Source: an optimization exercise on an open RTL-to-GDS flow (aim: small area and few clock cycles per item). Production flows keep margins and buffers that such runs may drop.
Function was checked by simulation only, so behaviour that the tests miss may differ from the original.
Power figures rest on the tool's default switching activity, not on a simulated workload.

==> inputs of 10-25 <==
Design sine_cosine_generator, start of the top module:
module sine_cosine_generator #(
  parameter int TABLE_BITS = 10,
  parameter int PHASE_BITS = 32
) (
  input  logic                                   clk,
  input  logic                                   rst,
  input  logic                                   item_valid,
  output logic                                   item_ready,
  input  logic                                   restart,
  output logic                                   result_valid,
  input  logic                                   result_ready,
  output logic signed [scg_pkg::SAMPLE_BITS-1:0] sine_value,
  output logic signed [scg_pkg::SAMPLE_BITS-1:0] cosine_value,
  output logic [scg_pkg::LENGTH_BITS-1:0]        sample_index,
  output logic                                   block_end,
  output logic                                   bad_frequency,
  input  logic                                   cfg_valid,
  output logic                                   cfg_ready,
  input  logic [scg_pkg::CFG_INDEX_BITS-1:0]     cfg_index,
  input  logic [scg_pkg::WORD_BITS-1:0]          cfg_data
);
==> module scg_front, before the edit <==
module scg_front (
  input  logic                              clk,
  input  logic                              rst,
  input  logic                              item_valid,
  input  logic                              take,
  input  logic                              restart,
  input  scg_pkg::cfg_t                     cfg,
  output logic                              block,
  output logic [11:0]                       phase,
  output logic [scg_pkg::LENGTH_BITS-1:0]   index,
  output logic                              last
);
  localparam int LB = scg_pkg::LENGTH_BITS;
  logic [31:0]   phase_acc;
  logic          pending;
  logic          pending_next;
  logic          use_offset;
  logic          at_start;
  logic          start;
  logic [LB-1:0] cnt;
  logic [LB-1:0] cnt_up;
  logic [LB:0]   cnt_inc;
  logic          last_up;
  logic          last_new;
  logic          wrap;
  logic [31:0]   ph;
  logic          next_last;
  always_comb begin
    at_start  = last || (&index);
    start     = restart || at_start;
    block     = restart && !at_start && !pending;
    ph        = use_offset ? cfg.phase_offset : phase_acc;
    cnt_up    = index + LB'(1);
    cnt_inc   = {1'b0, cnt_up} + (LB+1)'(1);
    last_up   = (cnt_inc >= {1'b0, cfg.block_length}) || (cfg.block_length == '0);
    last_new  = (cfg.block_length[LB-1:1] == '0);
    wrap      = &cnt_up;
    cnt       = start ? '0 : cnt_up;
    next_last = start ? last_new : last_up;
  end
  assign phase = ph[31:20];
  assign pending_next = item_valid && restart && !take;
  always_ff @(posedge clk) begin
    if (rst) begin
      phase_acc  <= '0;
      last       <= 1'b1;
      pending    <= 1'b0;
      use_offset <= 1'b1;
    end else begin
      pending    <= pending_next;
      use_offset <= pending_next || (take ? (next_last || (!start && wrap)) : at_start);
      if (take) begin
        phase_acc <= ph + cfg.frequency_word;
        last      <= next_last;
      end
    end
  end
  always_ff @(posedge clk) begin
    if (take) index <= cnt;
  end
endmodule
==> module sine_cosine_generator, before the edit <==
module sine_cosine_generator #(
  parameter int TABLE_BITS = 10,
  parameter int PHASE_BITS = 32
) (
  input  logic                                   clk,
  input  logic                                   rst,
  input  logic                                   item_valid,
  output logic                                   item_ready,
  input  logic                                   restart,
  output logic                                   result_valid,
  input  logic                                   result_ready,
  output logic signed [scg_pkg::SAMPLE_BITS-1:0] sine_value,
  output logic signed [scg_pkg::SAMPLE_BITS-1:0] cosine_value,
  output logic [scg_pkg::LENGTH_BITS-1:0]        sample_index,
  output logic                                   block_end,
  output logic                                   bad_frequency,
  input  logic                                   cfg_valid,
  output logic                                   cfg_ready,
  input  logic [scg_pkg::CFG_INDEX_BITS-1:0]     cfg_index,
  input  logic [scg_pkg::WORD_BITS-1:0]          cfg_data
);
  scg_pkg::cfg_t cfg;
  logic          take;
  logic          hold;
  logic          s1_valid;
  logic          s2_load;
  logic [scg_pkg::LENGTH_BITS-1:0] s1_index;
  logic          s1_last;
  logic [11:0]   phase;
  logic [14:0]   fwd_mag;
  logic [14:0]   rev_mag;
  logic [14:0]   s1_fwd;
  logic [14:0]   s1_rev;
  logic [1:0]    s1_quad;
  logic [14:0]   sin_mag;
  logic [14:0]   cos_mag;
  logic          sin_neg;
  logic          cos_neg;
  logic [8:0]    amp_one;
  logic [8:0]    amp_two;
  logic [8:0]    amp_neg;
  logic [19:0]   sin_out;
  logic [19:0]   cos_out;
  assign cfg_ready = 1'b1;
  always_ff @(posedge clk) begin
    if (rst) begin
      cfg.frequency_word <= '0;
      cfg.phase_offset   <= '0;
      cfg.amplitude      <= scg_pkg::AMP_RESET;
      cfg.block_length   <= scg_pkg::LENGTH_RESET;
      cfg.complex_mode   <= 1'b0;
    end else if (cfg_valid && cfg_ready) begin
      case (cfg_index)
        scg_pkg::REG_FREQUENCY:    cfg.frequency_word <= cfg_data;
        scg_pkg::REG_PHASE_OFFSET: cfg.phase_offset   <= cfg_data;
        scg_pkg::REG_AMPLITUDE:    cfg.amplitude      <= cfg_data[scg_pkg::AMP_BITS-1:0];
        scg_pkg::REG_BLOCK_LENGTH: cfg.block_length   <= cfg_data[scg_pkg::LENGTH_BITS-1:0];
        scg_pkg::REG_COMPLEX_MODE: cfg.complex_mode   <= cfg_data[0];
        default: ;
      endcase
    end
  end
  assign s2_load    = !result_valid || result_ready;
  assign item_ready = (!s1_valid || s2_load) && !hold;
  assign take       = item_valid && item_ready;
  always_ff @(posedge clk) begin
    if (rst) begin
      s1_valid     <= 1'b0;
      result_valid <= 1'b0;
    end else begin
      s1_valid     <= take || (s1_valid && !s2_load);
      if (s2_load) result_valid <= s1_valid;
    end
  end
  scg_front u_front (
    .clk        (clk),
    .rst        (rst),
    .item_valid (item_valid),
    .take       (take),
    .restart    (restart),
    .cfg        (cfg),
    .block      (hold),
    .phase      (phase),
    .index      (s1_index),
    .last       (s1_last)
  );
  scg_rom_fwd u_fwd (
    .idx   (phase[9:0]),
    .value (fwd_mag)
  );
  scg_rom_rev u_rev (
    .idx   (phase[9:0]),
    .value (rev_mag)
  );
  always_ff @(posedge clk) begin
    if (take) begin
      s1_fwd  <= fwd_mag;
      s1_rev  <= rev_mag;
      s1_quad <= phase[11:10];
    end
  end
  assign sin_mag = s1_quad[0] ? s1_rev : s1_fwd;
  assign cos_mag = s1_quad[0] ? s1_fwd : s1_rev;
  assign sin_neg = s1_quad[1];
  assign cos_neg = s1_quad[1] ^ s1_quad[0];
  assign bad_frequency = (cfg.frequency_word == '0);
  scg_booth u_booth (
    .amp  (cfg.amplitude),
    .one  (amp_one),
    .two  (amp_two),
    .bneg (amp_neg)
  );
  scg_back u_sin (
    .t     (sin_mag),
    .one   (amp_one),
    .two   (amp_two),
    .bneg  (amp_neg),
    .neg   (sin_neg),
    .zero  (bad_frequency),
    .value (sin_out)
  );
  scg_back u_cos (
    .t     (cos_mag),
    .one   (amp_one),
    .two   (amp_two),
    .bneg  (amp_neg),
    .neg   (cos_neg),
    .zero  (bad_frequency || !cfg.complex_mode),
    .value (cos_out)
  );
  always_ff @(posedge clk) begin
    if (s2_load && s1_valid) begin
      sine_value   <= $signed(sin_out);
      cosine_value <= $signed(cos_out);
      sample_index <= s1_index;
      block_end    <= s1_last;
    end
  end
endmodule
==> flow/config.mk <==
export PLATFORM = sky130hd
export DESIGN_NAME = sine_cosine_generator
export DESIGN_NICKNAME = sine_cosine_generator
export VERILOG_FILES = /design/flow/design.v
export SDC_FILE = /design/flow/constraint.sdc
export NUM_CORES = 4
export LEC_CHECK = 0
export CAP_MARGIN = 20
export CORE_MARGIN = 2
export CORE_UTILIZATION = 40
export PLACE_DENSITY = 0.6
export SLEW_MARGIN = 20
export SYNTH_MEMORY_MAX_BITS = 65536
==> flow/constraint.sdc <==
create_clock -name core_clock -period 7.0 [get_ports {clk}]
set_input_delay 1.4000 -clock core_clock [delete_from_list [all_inputs] [get_ports {clk}]]
set_output_delay 1.4000 -clock core_clock [all_outputs]
set_load 0.01 [all_outputs]
standard.sh (not shown) runs the stock make flow with config.mk's settings and CLKGATE_MAP_FILE= SYNTH_SCRIPT=/design/flow/synth_recipe.tcl, a recipe that flattens the netlist after the stock synthesis.
==> flow/flow/run.sh <==
#!/bin/bash
# Own flow: the standard layout, with the synthesis's final technology
# mapping run by a different ABC script (flow/abc.script). Everything before
# that mapping is the standard synthesis, so the registers (names and cell
# types) are the standard synthesis's; this is checked against a standard
# synthesis run, and the standard netlist is used if they differ.
set -euo pipefail
work=$PWD
res=$work/orfs/results/${FLOW_PLATFORM}/sine_cosine_generator/base

# Standard synthesis, kept apart for the register check.
bash standard.sh WORK_HOME=$work/orfs_std synth > synth_standard.log 2>&1
std=$work/orfs_std/results/${FLOW_PLATFORM}/sine_cosine_generator/base/1_2_yosys.v

# The same synthesis with another ABC script.
rm -rf $work/abc_scripts
cp -r "$FLOW_HOME/scripts" $work/abc_scripts
cp flow/abc.script $work/abc_scripts/abc_speed.script
cp flow/abc.script $work/abc_scripts/abc_area.script
bash standard.sh SCRIPTS_DIR=$work/abc_scripts synth > synth_custom.log 2>&1

flops() {
  grep -oE '^\s*sky130_fd_sc_hd__[a-z0-9_]+\s+\S+' "$1" | awk '{print $1, $2}' \
    | grep -E '__(dfxtp|edfxtp|dfrtp|dfstp|dfbbp|dfrbp|dfsbp|dfxbp|edfrtp|sdf|dlx|dlr|sdlc|dfrtn|edfrbp)' | sort
}
flops "$std" > flops_standard.txt
flops "$res/1_2_yosys.v" > flops_custom.txt
if ! cmp -s flops_standard.txt flops_custom.txt; then
  echo "register mismatch: using the standard synthesis" | tee register_check.log
  rm -rf $work/orfs
  bash standard.sh synth > synth_fallback.log 2>&1
else
  echo "registers match ($(wc -l < flops_custom.txt))" | tee register_check.log
fi

bash standard.sh finish > finish.log 2>&1
==> flow/flow/abc.script <==
strash
&get -n
&fraig -x
&put
scorr
dc2
strash
&get -n
&dch -f
&nf
&put
==> inputs of 09-13, as changes to 10-25 <==
--- a/flow/design.v
+++ b/flow/design.v
@@ -2428,6 +2428,8 @@
   input  logic                              item_valid,
   input  logic                              take,
   input  logic                              restart,
+  input  logic                              s1_valid,
+  input  logic                              move,
   input  scg_pkg::cfg_t                     cfg,
   output logic                              block,
   output logic [11:0]                       phase,
@@ -2439,6 +2441,11 @@
   logic          pending;
   logic          pending_next;
   logic          use_offset;
+  logic          s1_start;
+  logic          s1_last;
+  logic [LB-1:0] s1_index;
+  logic [LB-1:0] new_index;
+  logic          new_last;
   logic          at_start;
   logic          start;
   logic [LB-1:0] cnt;
@@ -2450,11 +2457,14 @@
   logic [31:0]   ph;
   logic          next_last;
   always_comb begin
-    at_start  = last || (&index);
+    s1_index  = s1_start ? '0 : index + LB'(1);
+    new_index = s1_valid ? s1_index : index;
+    new_last  = s1_valid ? s1_last : last;
+    at_start  = new_last || (&new_index);
     start     = restart || at_start;
     block     = restart && !at_start && !pending;
     ph        = use_offset ? cfg.phase_offset : phase_acc;
-    cnt_up    = index + LB'(1);
+    cnt_up    = new_index + LB'(1);
     cnt_inc   = {1'b0, cnt_up} + (LB+1)'(1);
     last_up   = (cnt_inc >= {1'b0, cfg.block_length}) || (cfg.block_length == '0);
     last_new  = (cfg.block_length[LB-1:1] == '0);
@@ -2473,14 +2483,16 @@
     end else begin
       pending    <= pending_next;
       use_offset <= pending_next || (take ? (next_last || (!start && wrap)) : at_start);
-      if (take) begin
-        phase_acc <= ph + cfg.frequency_word;
-        last      <= next_last;
-      end
+      if (take) phase_acc <= ph + cfg.frequency_word;
+      if (move) last <= s1_last;
     end
   end
   always_ff @(posedge clk) begin
-    if (take) index <= cnt;
+    if (take) begin
+      s1_start <= start;
+      s1_last  <= next_last;
+    end
+    if (move) index <= s1_index;
   end
 endmodule
 module scg_back (
@@ -3408,8 +3420,6 @@
   logic          hold;
   logic          s1_valid;
   logic          s2_load;
-  logic [scg_pkg::LENGTH_BITS-1:0] s1_index;
-  logic          s1_last;
   logic [11:0]   phase;
   logic [14:0]   fwd_mag;
   logic [14:0]   rev_mag;
@@ -3462,11 +3472,13 @@
     .item_valid (item_valid),
     .take       (take),
     .restart    (restart),
+    .s1_valid   (s1_valid),
+    .move       (s2_load && s1_valid),
     .cfg        (cfg),
     .block      (hold),
     .phase      (phase),
-    .index      (s1_index),
-    .last       (s1_last)
+    .index      (sample_index),
+    .last       (block_end)
   );
   scg_rom_fwd u_fwd (
     .idx   (phase[9:0]),
@@ -3516,8 +3528,6 @@
     if (s2_load && s1_valid) begin
       sine_value   <= $signed(sin_out);
       cosine_value <= $signed(cos_out);
-      sample_index <= s1_index;
-      block_end    <= s1_last;
     end
   end
 endmodule
--- a/flow/flow/run.sh
+++ b/flow/flow/run.sh
@@ -1,9 +1,11 @@
 #!/bin/bash
-# Own flow: the standard layout, with the synthesis's final technology
-# mapping run by a different ABC script (flow/abc.script). Everything before
-# that mapping is the standard synthesis, so the registers (names and cell
+# Own flow: the standard layout, with two changes to the synthesis's
+# technology mapping: the final ABC run uses flow/abc.script, and only full
+# adders (not half adders) are extracted as adder cells. Everything before
+# the mapping is the standard synthesis, so the registers (names and cell
 # types) are the standard synthesis's; this is checked against a standard
-# synthesis run, and the standard netlist is used if they differ.
+# synthesis run, and the standard netlist is used if they differ. The ports
+# are buffered with the smallest buffer cell.
 set -euo pipefail
 work=$PWD
 res=$work/orfs/results/${FLOW_PLATFORM}/sine_cosine_generator/base
@@ -12,11 +14,13 @@
 bash standard.sh WORK_HOME=$work/orfs_std synth > synth_standard.log 2>&1
 std=$work/orfs_std/results/${FLOW_PLATFORM}/sine_cosine_generator/base/1_2_yosys.v
 
-# The same synthesis with another ABC script.
+# The same synthesis with the changed mapping.
 rm -rf $work/abc_scripts
 cp -r "$FLOW_HOME/scripts" $work/abc_scripts
 cp flow/abc.script $work/abc_scripts/abc_speed.script
 cp flow/abc.script $work/abc_scripts/abc_area.script
+sed -i 's/^\(\s*\)extract_fa {\*}\[dont_use_extract_fa_args\]/\1extract_fa -fa {*}[dont_use_extract_fa_args]/' $work/abc_scripts/synth.tcl
+grep -n "extract_fa" $work/abc_scripts/synth.tcl > synth_changes.log || true
 bash standard.sh SCRIPTS_DIR=$work/abc_scripts synth > synth_custom.log 2>&1
 
 flops() {
@@ -33,4 +37,4 @@
   echo "registers match ($(wc -l < flops_custom.txt))" | tee register_check.log
 fi
 
-bash standard.sh finish > finish.log 2>&1
+bash standard.sh "BUFFER_PORTS_ARGS=-buffer_cell sky130_fd_sc_hd__buf_1" finish > finish.log 2>&1
- CORE_UTILIZATION: 40 -> 45
- CTS_BUF_LIST: default -> sky130_fd_sc_hd__clkbuf_4 sky130_fd_sc_hd__clkbuf_8
- CTS_CLUSTER_DIAMETER: default -> 60
- CTS_CLUSTER_SIZE: default -> 16
- PLACE_DENSITY: 0.6 -> 0.65
==> inputs of 03-16, as changes to 10-25 <==
--- a/flow/flow/run.sh
+++ b/flow/flow/run.sh
@@ -1,9 +1,11 @@
 #!/bin/bash
-# Own flow: the standard layout, with the synthesis's final technology
-# mapping run by a different ABC script (flow/abc.script). Everything before
-# that mapping is the standard synthesis, so the registers (names and cell
+# Own flow: the standard layout, with two changes to the synthesis's
+# technology mapping: the final ABC run uses flow/abc.script, and only full
+# adders (not half adders) are extracted as adder cells. Everything before
+# the mapping is the standard synthesis, so the registers (names and cell
 # types) are the standard synthesis's; this is checked against a standard
-# synthesis run, and the standard netlist is used if they differ.
+# synthesis run, and the standard netlist is used if they differ. The ports
+# are buffered with the smallest buffer cell.
 set -euo pipefail
 work=$PWD
 res=$work/orfs/results/${FLOW_PLATFORM}/sine_cosine_generator/base
@@ -12,11 +14,13 @@
 bash standard.sh WORK_HOME=$work/orfs_std synth > synth_standard.log 2>&1
 std=$work/orfs_std/results/${FLOW_PLATFORM}/sine_cosine_generator/base/1_2_yosys.v
 
-# The same synthesis with another ABC script.
+# The same synthesis with the changed mapping.
 rm -rf $work/abc_scripts
 cp -r "$FLOW_HOME/scripts" $work/abc_scripts
 cp flow/abc.script $work/abc_scripts/abc_speed.script
 cp flow/abc.script $work/abc_scripts/abc_area.script
+sed -i 's/^\(\s*\)extract_fa {\*}\[dont_use_extract_fa_args\]/\1extract_fa -fa {*}[dont_use_extract_fa_args]/' $work/abc_scripts/synth.tcl
+grep -n "extract_fa" $work/abc_scripts/synth.tcl > synth_changes.log || true
 bash standard.sh SCRIPTS_DIR=$work/abc_scripts synth > synth_custom.log 2>&1
 
 flops() {
@@ -33,4 +37,4 @@
   echo "registers match ($(wc -l < flops_custom.txt))" | tee register_check.log
 fi
 
-bash standard.sh finish > finish.log 2>&1
+bash standard.sh "BUFFER_PORTS_ARGS=-buffer_cell sky130_fd_sc_hd__buf_1" finish > finish.log 2>&1
- CORE_UTILIZATION: 40 -> 45
- CTS_BUF_LIST: default -> sky130_fd_sc_hd__clkbuf_8 sky130_fd_sc_hd__clkbuf_16
- CTS_CLUSTER_DIAMETER: default -> 80
- CTS_CLUSTER_SIZE: default -> 20
- PLACE_DENSITY: 0.6 -> 0.65
==> impl_metrics.csv <==
group,metric,value,unit
outcome,outcome,"finished clean",
clocking,cts_max_level,2,
layout,seq-cell-share,0.170,
sta,fmax,0.149,GHz
die,die_area,0.0818,mm^2
layout,n_antenna_cell,0,
power,pg_clk,1.76,mW
die,coreArea,0.0789,mm^2
power,ir_drop,757,uV
layout,multi_input_area_share,0.631,
routing,drt_iter0_drc,3213,
layout,syn2layout_area_growth,20.2,%
clocking,cts_buffers,34,
synth,synth_top_family_by_area,"adder cells",
(the above is from 10-25)
==> impl_metrics.csv <==
group,metric,value,unit
outcome,outcome,"finished clean",
routing,wl_met2,55900,um
power,ir_drop,1090,uV
clocking,cts_max_level,1,
clocking,cts_buffers,21,
layout,syn2layout_area_growth,17.2,%
die,coreArea,0.0669,mm^2
routing,drt_iter0_drc,3468,
layout,multi_input_area_share,0.655,
sta,fmax,0.150,GHz
layout,nonClkBufAreaFrac,0.0871,
power,pg_clk,1.24,mW
synth,synth_top_family_by_area,"compound AO/OA/AOI/OAI gates",
synth,synth_fp_nets,4132,
die,die_area,0.0694,mm^2
(the above is from 03-16)
==> impl_metrics.csv <==
group,metric,value,unit
die,coreArea,0.0669,mm^2
die,die_area,0.0694,mm^2
routing,drt_iter0_drc,3376,
layout,multi_input_area_share,0.679,
clocking,cts_max_level,1,
layout,seq-cell-share,0.164,
power,pg_clk,1.18,mW
sta,fmax,0.152,GHz
clocking,cts_buffers,27,
power,ir_drop,758,uV
outcome,outcome,"finished clean",
layout,n_antenna_cell,2,
(the above is from 09-13)
Testbench counts of 10-25, summed over its fixed seeds: cycles 12,996, items 12,800.
Testbench counts of 09-13, summed over its fixed seeds: cycles 12,996, items 12,800.
Testbench counts of 03-16, summed over its fixed seeds: cycles 12,996, items 12,800.

separate check: timing with driven ports:
The flow's constraints put no driver on any port. The routed layouts listed below were extracted and timed again, unchanged, in two steps.
Step 1, drivers: a clkbuf_16 drives clk and a buf_2 each remaining input, both assumed.
Step 2 adds t to the input delays and takes it off the output delays; t is the mean of the earliest and latest rising clock arrival at the registers after step 1. Input paths then give back, and output paths get back, about the clock's delay inside the block.
Slacks: no drivers / after step 1 / after step 2; pairs: no drivers / after step 1.
| run | t, ns | setup WS [ns] | cell pins on the clock port's net |
|---|---|---|---|
| 10-25 | 0.607 | 0.279 / 0.279 / 0.279 | 1 |
| 09-13 | 0.720 | 0.410 / 0.353 / 0.410 | 1 |
| 03-16 | 0.616 | 0.316 / 0.316 / 0.316 | 1 |
After both steps every run listed still meets setup and hold.
